Context: an optimization exercise on an open-source flow, tuned for small area, a short achievable clock period and few clock cycles. The choices shown serve that exercise and are no tape-out recipe. Only simulation tests tie the RTL to the original design; equivalence was not proved. Power is estimated from default activity; no workload was simulated.

==> v19 <==
==> flow/design.v <==
package dcache_pkg;
  localparam int LINES_DEF  = 64;
  localparam int ADDR_W_DEF = 32;
  localparam int DATA_W_DEF = 32;
  localparam int IDX_W      = $clog2(LINES_DEF);
  localparam int TAG_W      = ADDR_W_DEF - IDX_W - 2;
  typedef enum logic [1:0] {
    IDLE,
    RFILL,
    WRITE,
    WDONE
  } state_t;
  function automatic logic [IDX_W-1:0] idx_of(
    input logic [ADDR_W_DEF-1:0] a
  );
    idx_of = a[2 +: IDX_W];
  endfunction
  function automatic logic [TAG_W-1:0] tag_of(
    input logic [ADDR_W_DEF-1:0] a
  );
    tag_of = a[ADDR_W_DEF-1 -: TAG_W];
  endfunction
  function automatic logic [1:0] off_of(
    input logic [ADDR_W_DEF-1:0] a
  );
    off_of = a[1:0];
  endfunction
  function automatic logic [ADDR_W_DEF-1:0] word_addr(
    input logic [ADDR_W_DEF-1:0] a
  );
    word_addr = {a[ADDR_W_DEF-1:2], 2'b00};
  endfunction
endpackage
module dcache_array
#(
  parameter int LINES  = 64,
  parameter int TAG_W  = 24,
  parameter int DATA_W = 32
) (
  input  logic                     clk,
  input  logic                     rst,
  input  logic [$clog2(LINES)-1:0] idx,
  input  logic                     we,
  input  logic [TAG_W-1:0]         wtag,
  input  logic [DATA_W-1:0]        wdata,
  output logic                     valid,
  output logic [TAG_W-1:0]         tag,
  output logic [DATA_W-1:0]        data
);
  logic [LINES-1:0]  valid_q;
  logic [TAG_W-1:0]  tag_q  [LINES];
  logic [DATA_W-1:0] data_q [LINES];
  assign valid = valid_q[idx];
  assign tag   = tag_q[idx];
  assign data  = data_q[idx];
  always_ff @(posedge clk) begin
    if (rst) begin
      valid_q <= '0;
    end else if (we) begin
      valid_q[idx] <= 1'b1;
    end
  end
  always_ff @(posedge clk) begin
    if (we) begin
      tag_q[idx]  <= wtag;
      data_q[idx] <= wdata;
    end
  end
endmodule
module data_cache_ctrl
#(
  parameter int LINES  = 64,
  parameter int ADDR_W = 32,
  parameter int DATA_W = 32
) (
  input  logic              clk,
  input  logic              rst,
  input  logic              MemRead,
  input  logic              MemWrite,
  input  logic [ADDR_W-1:0] addr,
  input  logic [DATA_W-1:0] wdata,
  output logic [DATA_W-1:0] rdata,
  output logic              stall,
  output logic              mem_rd_en,
  output logic              mem_wr_en,
  output logic [ADDR_W-1:0] mem_addr,
  output logic [DATA_W-1:0] mem_wdata,
  input  logic [DATA_W-1:0] mem_rdata,
  input  logic              mem_ready
);
  localparam int IW = $clog2(LINES);
  localparam int TW = ADDR_W - IW - 2;
  logic [IW-1:0]     idx;
  logic [TW-1:0]     tag;
  logic              line_valid;
  logic [TW-1:0]     line_tag;
  logic [DATA_W-1:0] line_data;
  logic              hit;
  logic              rd_req;
  logic              arr_we;
  logic [DATA_W-1:0] arr_wdata;
  logic              unused_off;
  assign idx        = addr[2 +: IW];
  assign tag        = addr[ADDR_W-1 -: TW];
  assign unused_off = ^addr[1:0];
  assign hit        = line_valid && (line_tag == tag);
  assign rd_req    = MemRead && !MemWrite && !hit;
  assign mem_rd_en = rd_req;
  assign mem_wr_en = MemWrite;
  assign mem_addr  = {addr[ADDR_W-1:2], 2'b00};
  assign mem_wdata = wdata;
  assign stall     = (rd_req || MemWrite) && !mem_ready;
  assign rdata     = hit ? line_data : mem_rdata;
  assign arr_we    = !rst && mem_ready && (rd_req || (MemWrite && hit));
  assign arr_wdata = MemWrite ? wdata : mem_rdata;
  dcache_array #(
    .LINES  (LINES),
    .TAG_W  (TW),
    .DATA_W (DATA_W)
  ) u_array (
    .clk   (clk),
    .rst   (rst),
    .idx   (idx),
    .we    (arr_we),
    .wtag  (tag),
    .wdata (arr_wdata),
    .valid (line_valid),
    .tag   (line_tag),
    .data  (line_data)
  );
endmodule
==> flow/run.sh <==
#!/bin/bash
# synth_recipe.tcl (not shown) runs the flow's synth.tcl, then flattens the netlist and writes it again
# the make line also repeats each setting of config.mk as NAME=value (left out here)
make -C /OpenROAD-flow-scripts/flow DESIGN_CONFIG=/design/flow/config.mk WORK_HOME=/design/flow/orfs CLKGATE_MAP_FILE= SYNTH_SCRIPT=/design/flow/synth_recipe.tcl finish
==> flow/config.mk <==
export PLATFORM = sky130hd
export DESIGN_NAME = data_cache_ctrl
export DESIGN_NICKNAME = data_cache_ctrl
export VERILOG_FILES = /design/flow/design.v
export SDC_FILE = /design/flow/constraint.sdc
export NUM_CORES = 4
export LEC_CHECK = 0
export CAP_MARGIN = 20
export CORE_MARGIN = 2
export CORE_UTILIZATION = 35
export SETUP_SLACK_MARGIN = 0.3
export SLEW_MARGIN = 20
==> flow/constraint.sdc <==
create_clock -name core_clock -period 9.0 [get_ports {clk}]
set_input_delay 1.8000 -clock core_clock [delete_from_list [all_inputs] [get_ports {clk}]]
set_output_delay 1.8000 -clock core_clock [all_outputs]
set_load 0.01 [all_outputs]
==> v36: changes against v19 <==
==> flow/design.v, changed modules only <==
module dcache_array
#(
  parameter int LINES  = 64,
  parameter int TAG_W  = 24,
  parameter int DATA_W = 32
) (
  input  logic                     clk,
  input  logic                     rst,
  input  logic [$clog2(LINES)-1:0] idx,
  input  logic [TAG_W-1:0]         ctag,    
  input  logic                     fill,    
  input  logic                     upd,     
  input  logic [DATA_W-1:0]        wdata,
  output logic                     hit,
  output logic [DATA_W-1:0]        data
);
  localparam int IW = $clog2(LINES);
  localparam int LW = IW / 2;             
  localparam int HW = IW - LW;            
  localparam int NL = 1 << LW;            
  localparam int NG = 1 << HW;            
  logic [NL-1:0]     sel_lo;
  logic [NG-1:0]     sel_hi;
  logic [LINES-1:0]  sel;
  logic [LINES-1:0]  line_hit;
  logic [LINES-1:0]  valid_q;
  logic [TAG_W-1:0]  tag_q  [LINES];
  logic [DATA_W-1:0] data_q [LINES];
  logic [DATA_W-1:0] grp    [NG];
  always_comb begin
    for (int k = 0; k < NL; k++) sel_lo[k] = (idx[LW-1:0] == k[LW-1:0]);
    for (int j = 0; j < NG; j++) sel_hi[j] = (idx[IW-1:LW] == j[HW-1:0]);
    for (int i = 0; i < LINES; i++) begin
      sel[i]      = sel_hi[i / NL] && sel_lo[i % NL];
      line_hit[i] = sel[i] && valid_q[i] && (tag_q[i] == ctag);
    end
  end
  assign hit = |line_hit;
  always_comb begin
    data = '0;
    for (int j = 0; j < NG; j++) begin
      grp[j] = '0;
      for (int k = 0; k < NL; k++) begin
        grp[j] = grp[j] | ({DATA_W{sel_lo[k]}} & data_q[j*NL + k]);
      end
      data = data | ({DATA_W{sel_hi[j]}} & grp[j]);
    end
  end
  always_ff @(posedge clk) begin
    for (int i = 0; i < LINES; i++) begin
      if (rst) begin
        valid_q[i] <= 1'b0;
      end else if (fill && sel[i]) begin
        valid_q[i] <= 1'b1;
      end
    end
  end
  always_ff @(posedge clk) begin
    for (int i = 0; i < LINES; i++) begin
      if ((fill && sel[i]) || (upd && line_hit[i])) begin
        tag_q[i]  <= ctag;
        data_q[i] <= wdata;
      end
    end
  end
endmodule
module data_cache_ctrl
#(
  parameter int LINES  = 64,
  parameter int ADDR_W = 32,
  parameter int DATA_W = 32
) (
  input  logic              clk,
  input  logic              rst,
  input  logic              MemRead,
  input  logic              MemWrite,
  input  logic [ADDR_W-1:0] addr,
  input  logic [DATA_W-1:0] wdata,
  output logic [DATA_W-1:0] rdata,
  output logic              stall,
  output logic              mem_rd_en,
  output logic              mem_wr_en,
  output logic [ADDR_W-1:0] mem_addr,
  output logic [DATA_W-1:0] mem_wdata,
  input  logic [DATA_W-1:0] mem_rdata,
  input  logic              mem_ready
);
  localparam int IW = $clog2(LINES);
  localparam int TW = ADDR_W - IW - 2;
  logic [IW-1:0]     idx;
  logic [TW-1:0]     tag;
  logic              hit;
  logic [DATA_W-1:0] line_data;
  logic              rd_req;
  logic              fill;
  logic              upd;
  logic [DATA_W-1:0] arr_wdata;
  logic              unused_off;
  assign idx        = addr[2 +: IW];
  assign tag        = addr[ADDR_W-1 -: TW];
  assign unused_off = ^addr[1:0];
  assign rd_req    = MemRead && !MemWrite && !hit;
  assign mem_rd_en = rd_req;
  assign mem_wr_en = MemWrite;
  assign mem_addr  = {addr[ADDR_W-1:2], 2'b00};
  assign mem_wdata = wdata;
  assign stall     = (rd_req || MemWrite) && !mem_ready;
  assign rdata     = hit ? line_data : mem_rdata;
  assign fill      = !rst && mem_ready && rd_req;
  assign upd       = !rst && mem_ready && MemWrite;
  assign arr_wdata = MemWrite ? wdata : mem_rdata;
  dcache_array #(
    .LINES  (LINES),
    .TAG_W  (TW),
    .DATA_W (DATA_W)
  ) u_array (
    .clk   (clk),
    .rst   (rst),
    .idx   (idx),
    .ctag  (tag),
    .fill  (fill),
    .upd   (upd),
    .wdata (arr_wdata),
    .hit   (hit),
    .data  (line_data)
  );
endmodule
==> flow/flow/run.sh (new file) <==
#!/bin/bash
set -o pipefail
export BUFFER_PORTS_ARGS="-buffer_cell sky130_fd_sc_hd__buf_4"
cp standard.sh standard_sh.txt
bash standard.sh > standard.log 2>&1
==> flow/standard.sh (new file) <==
#!/bin/bash
# synth_recipe.tcl (not shown) runs the flow's synth.tcl, then flattens the netlist and writes it again
# the make line also repeats each setting of config.mk as NAME=value (left out here)
make -C /OpenROAD-flow-scripts/flow DESIGN_CONFIG=/design/flow/config.mk WORK_HOME=/design/flow/orfs CLKGATE_MAP_FILE= SYNTH_SCRIPT=/design/flow/synth_recipe.tcl "${@:-finish}"
- CORE_UTILIZATION: 35 -> 60
- CTS_CLUSTER_DIAMETER: unset -> 60
- CTS_CLUSTER_SIZE: unset -> 25
- PLACE_DENSITY: unset -> 0.7
- SETUP_SLACK_MARGIN: 0.3 -> 2.2
removed: flow/run.sh
==> v3: changes against v19 <==
==> flow/design.v, changed modules only <==
module dcache_array
#(
  parameter int LINES  = 64,
  parameter int TAG_W  = 24,
  parameter int DATA_W = 32
) (
  input  logic                     clk,
  input  logic                     rst,
  input  logic [$clog2(LINES)-1:0] idx,
  input  logic [TAG_W-1:0]         ctag,    
  input  logic                     fill,    
  input  logic                     upd,     
  input  logic [DATA_W-1:0]        wdata,
  output logic                     hit,
  output logic [DATA_W-1:0]        data
);
  localparam int IW = $clog2(LINES);
  logic [LINES-1:0]  sel;
  logic [LINES-1:0]  line_hit;
  logic [LINES-1:0]  valid_q;
  logic [TAG_W-1:0]  tag_q  [LINES];
  logic [DATA_W-1:0] data_q [LINES];
  always_comb begin
    for (int i = 0; i < LINES; i++) begin
      sel[i]      = (idx == i[IW-1:0]);
      line_hit[i] = sel[i] && valid_q[i] && (tag_q[i] == ctag);
    end
  end
  assign hit = |line_hit;
  always_comb begin
    data = '0;
    for (int i = 0; i < LINES; i++) begin
      data = data | ({DATA_W{sel[i]}} & data_q[i]);
    end
  end
  always_ff @(posedge clk) begin
    for (int i = 0; i < LINES; i++) begin
      if (rst) begin
        valid_q[i] <= 1'b0;
      end else if (fill && sel[i]) begin
        valid_q[i] <= 1'b1;
      end
    end
  end
  always_ff @(posedge clk) begin
    for (int i = 0; i < LINES; i++) begin
      if (fill && sel[i]) begin
        tag_q[i] <= ctag;
      end
      if ((fill && sel[i]) || (upd && line_hit[i])) begin
        data_q[i] <= wdata;
      end
    end
  end
endmodule
module data_cache_ctrl
#(
  parameter int LINES  = 64,
  parameter int ADDR_W = 32,
  parameter int DATA_W = 32
) (
  input  logic              clk,
  input  logic              rst,
  input  logic              MemRead,
  input  logic              MemWrite,
  input  logic [ADDR_W-1:0] addr,
  input  logic [DATA_W-1:0] wdata,
  output logic [DATA_W-1:0] rdata,
  output logic              stall,
  output logic              mem_rd_en,
  output logic              mem_wr_en,
  output logic [ADDR_W-1:0] mem_addr,
  output logic [DATA_W-1:0] mem_wdata,
  input  logic [DATA_W-1:0] mem_rdata,
  input  logic              mem_ready
);
  localparam int IW = $clog2(LINES);
  localparam int TW = ADDR_W - IW - 2;
  logic [IW-1:0]     idx;
  logic [TW-1:0]     tag;
  logic              hit;
  logic [DATA_W-1:0] line_data;
  logic              rd_req;
  logic              fill;
  logic              upd;
  logic [DATA_W-1:0] arr_wdata;
  logic              unused_off;
  assign idx        = addr[2 +: IW];
  assign tag        = addr[ADDR_W-1 -: TW];
  assign unused_off = ^addr[1:0];
  assign rd_req    = MemRead && !MemWrite && !hit;
  assign mem_rd_en = rd_req;
  assign mem_wr_en = MemWrite;
  assign mem_addr  = {addr[ADDR_W-1:2], 2'b00};
  assign mem_wdata = wdata;
  assign stall     = (rd_req || MemWrite) && !mem_ready;
  assign rdata     = hit ? line_data : mem_rdata;
  assign fill      = !rst && mem_ready && rd_req;
  assign upd       = !rst && mem_ready && MemWrite;
  assign arr_wdata = MemWrite ? wdata : mem_rdata;
  dcache_array #(
    .LINES  (LINES),
    .TAG_W  (TW),
    .DATA_W (DATA_W)
  ) u_array (
    .clk   (clk),
    .rst   (rst),
    .idx   (idx),
    .ctag  (tag),
    .fill  (fill),
    .upd   (upd),
    .wdata (arr_wdata),
    .hit   (hit),
    .data  (line_data)
  );
endmodule
==> flow/flow/run.sh (new file) <==
#!/bin/bash
set -o pipefail
export BUFFER_PORTS_ARGS="-buffer_cell sky130_fd_sc_hd__buf_4"
cp standard.sh standard_sh.txt
bash standard.sh > standard.log 2>&1
==> flow/standard.sh (new file) <==
#!/bin/bash
# synth_recipe.tcl (not shown) runs the flow's synth.tcl, then flattens the netlist and writes it again
# the make line also repeats each setting of config.mk as NAME=value (left out here)
make -C /OpenROAD-flow-scripts/flow DESIGN_CONFIG=/design/flow/config.mk WORK_HOME=/design/flow/orfs CLKGATE_MAP_FILE= SYNTH_SCRIPT=/design/flow/synth_recipe.tcl "${@:-finish}"
- CORE_UTILIZATION: 35 -> 50
- CTS_CLUSTER_DIAMETER: unset -> 60
- CTS_CLUSTER_SIZE: unset -> 25
- SETUP_SLACK_MARGIN: 0.3 -> 2.0
removed: flow/run.sh
==> comparison table <==
| quantity | v36 | v19 | v3 |
|---|---|---|---|
| Leak | 48.9 nW | 51.7 nW | 50.2 nW |
| Total length of routed met3 wires | 55600 um | 53200 um | 71000 um |
| GR met1 Demand/Resource | 0.483 | 0.305 | 0.476 |
| Multi-In Gates | 3878 | 3387 | 3883 |
| Die Wd | 490 um | 636 um | 537 um |
| Setup fix buffers added after clock tree synthesis | 119 | 0 | 40 |
| Maximum achievable frequency | 145 MHz | 114 MHz | 141 MHz |
| Placed cell count | 11.3k | 13.1k | 12.1k |
| Complex-gate fraction of the synthesized area | 0.0745 | 0.0921 | 0.0672 |
| Number of cells on the worst reg-to-reg path | 14 | 15 | 15 |
| Fraction of post-synthesis cell area in the top cell type by area | 0.760 | 0.771 | 0.759 |
| Number of iterations in the first detailed-routing pass | 6 | 6 | 8 |
| Power in combinational cells | 1.93 mW | 2.05 mW | 1.63 mW |
| Routed met2 length | 200000 um | 233000 um | 230000 um |
| Result of the run | complete, no violations | complete, no violations | complete, no violations |
| Setup repair after global routing missed its margin | true | false | true |
| Total Nets Final | 8655 | 8320 | 8730 |
| Inverter count of the layout excluding clock inverters | 15 | 5 | 66 |
| Worst path slowest cell | and3b_4 | nor3b_2 | buf_4 |
| Mux share of post-synthesis cell area | 0.00525 | 0.0731 | 0.00532 |
| Startpoint of the most critical setup path | addr[3] | addr[5] | addr[3] |
Testbench counts of v19, summed over its fixed seeds: cycles 25,169.
Testbench counts of v36, summed over its fixed seeds: cycles 25,169.
Testbench counts of v3, summed over its fixed seeds: cycles 25,169.

port drivers added, routing unchanged:
The flow's constraints put no driver on any port. The routed layouts listed below were extracted and timed again, unchanged, in two steps. Step 1, drivers: a clkbuf_16 drives clk and a buf_2 each remaining input, both assumed. Step 2, shift: input delay + t, output delay - t, t = (earliest + latest rising clock arrival at the registers) / 2. This alone moves slack from input paths to output paths. Three values: ideal, step 1, step 2; two values: the first two.
| run | shift t [ns] | slack for setup (ns) | hold slack, ns | worst setup path after step 2 | worst register clock-pin slew, ns |
|---|---|---|---|---|---|
| v19 | 1.008 | 0.262 / 0.212 / 0.041 | 0.459 / 0.459 / 0.459 | input to register | 0.07 / 0.07 |
| v36 | 0.997 | 2.098 / 1.731 / 1.731 | 0.461 / 0.461 / 0.461 | input to register | 0.10 / 0.10 |
| v3 | 1.050 | 1.894 / 1.815 / 1.794 | 0.469 / 0.469 / 0.469 | input to register | 0.10 / 0.10 |
After both steps setup and hold are still met in every run listed. For v36, which loses most, drivers alone change the setup slack by -0.367 ns; drivers and shift together by -0.367 ns.
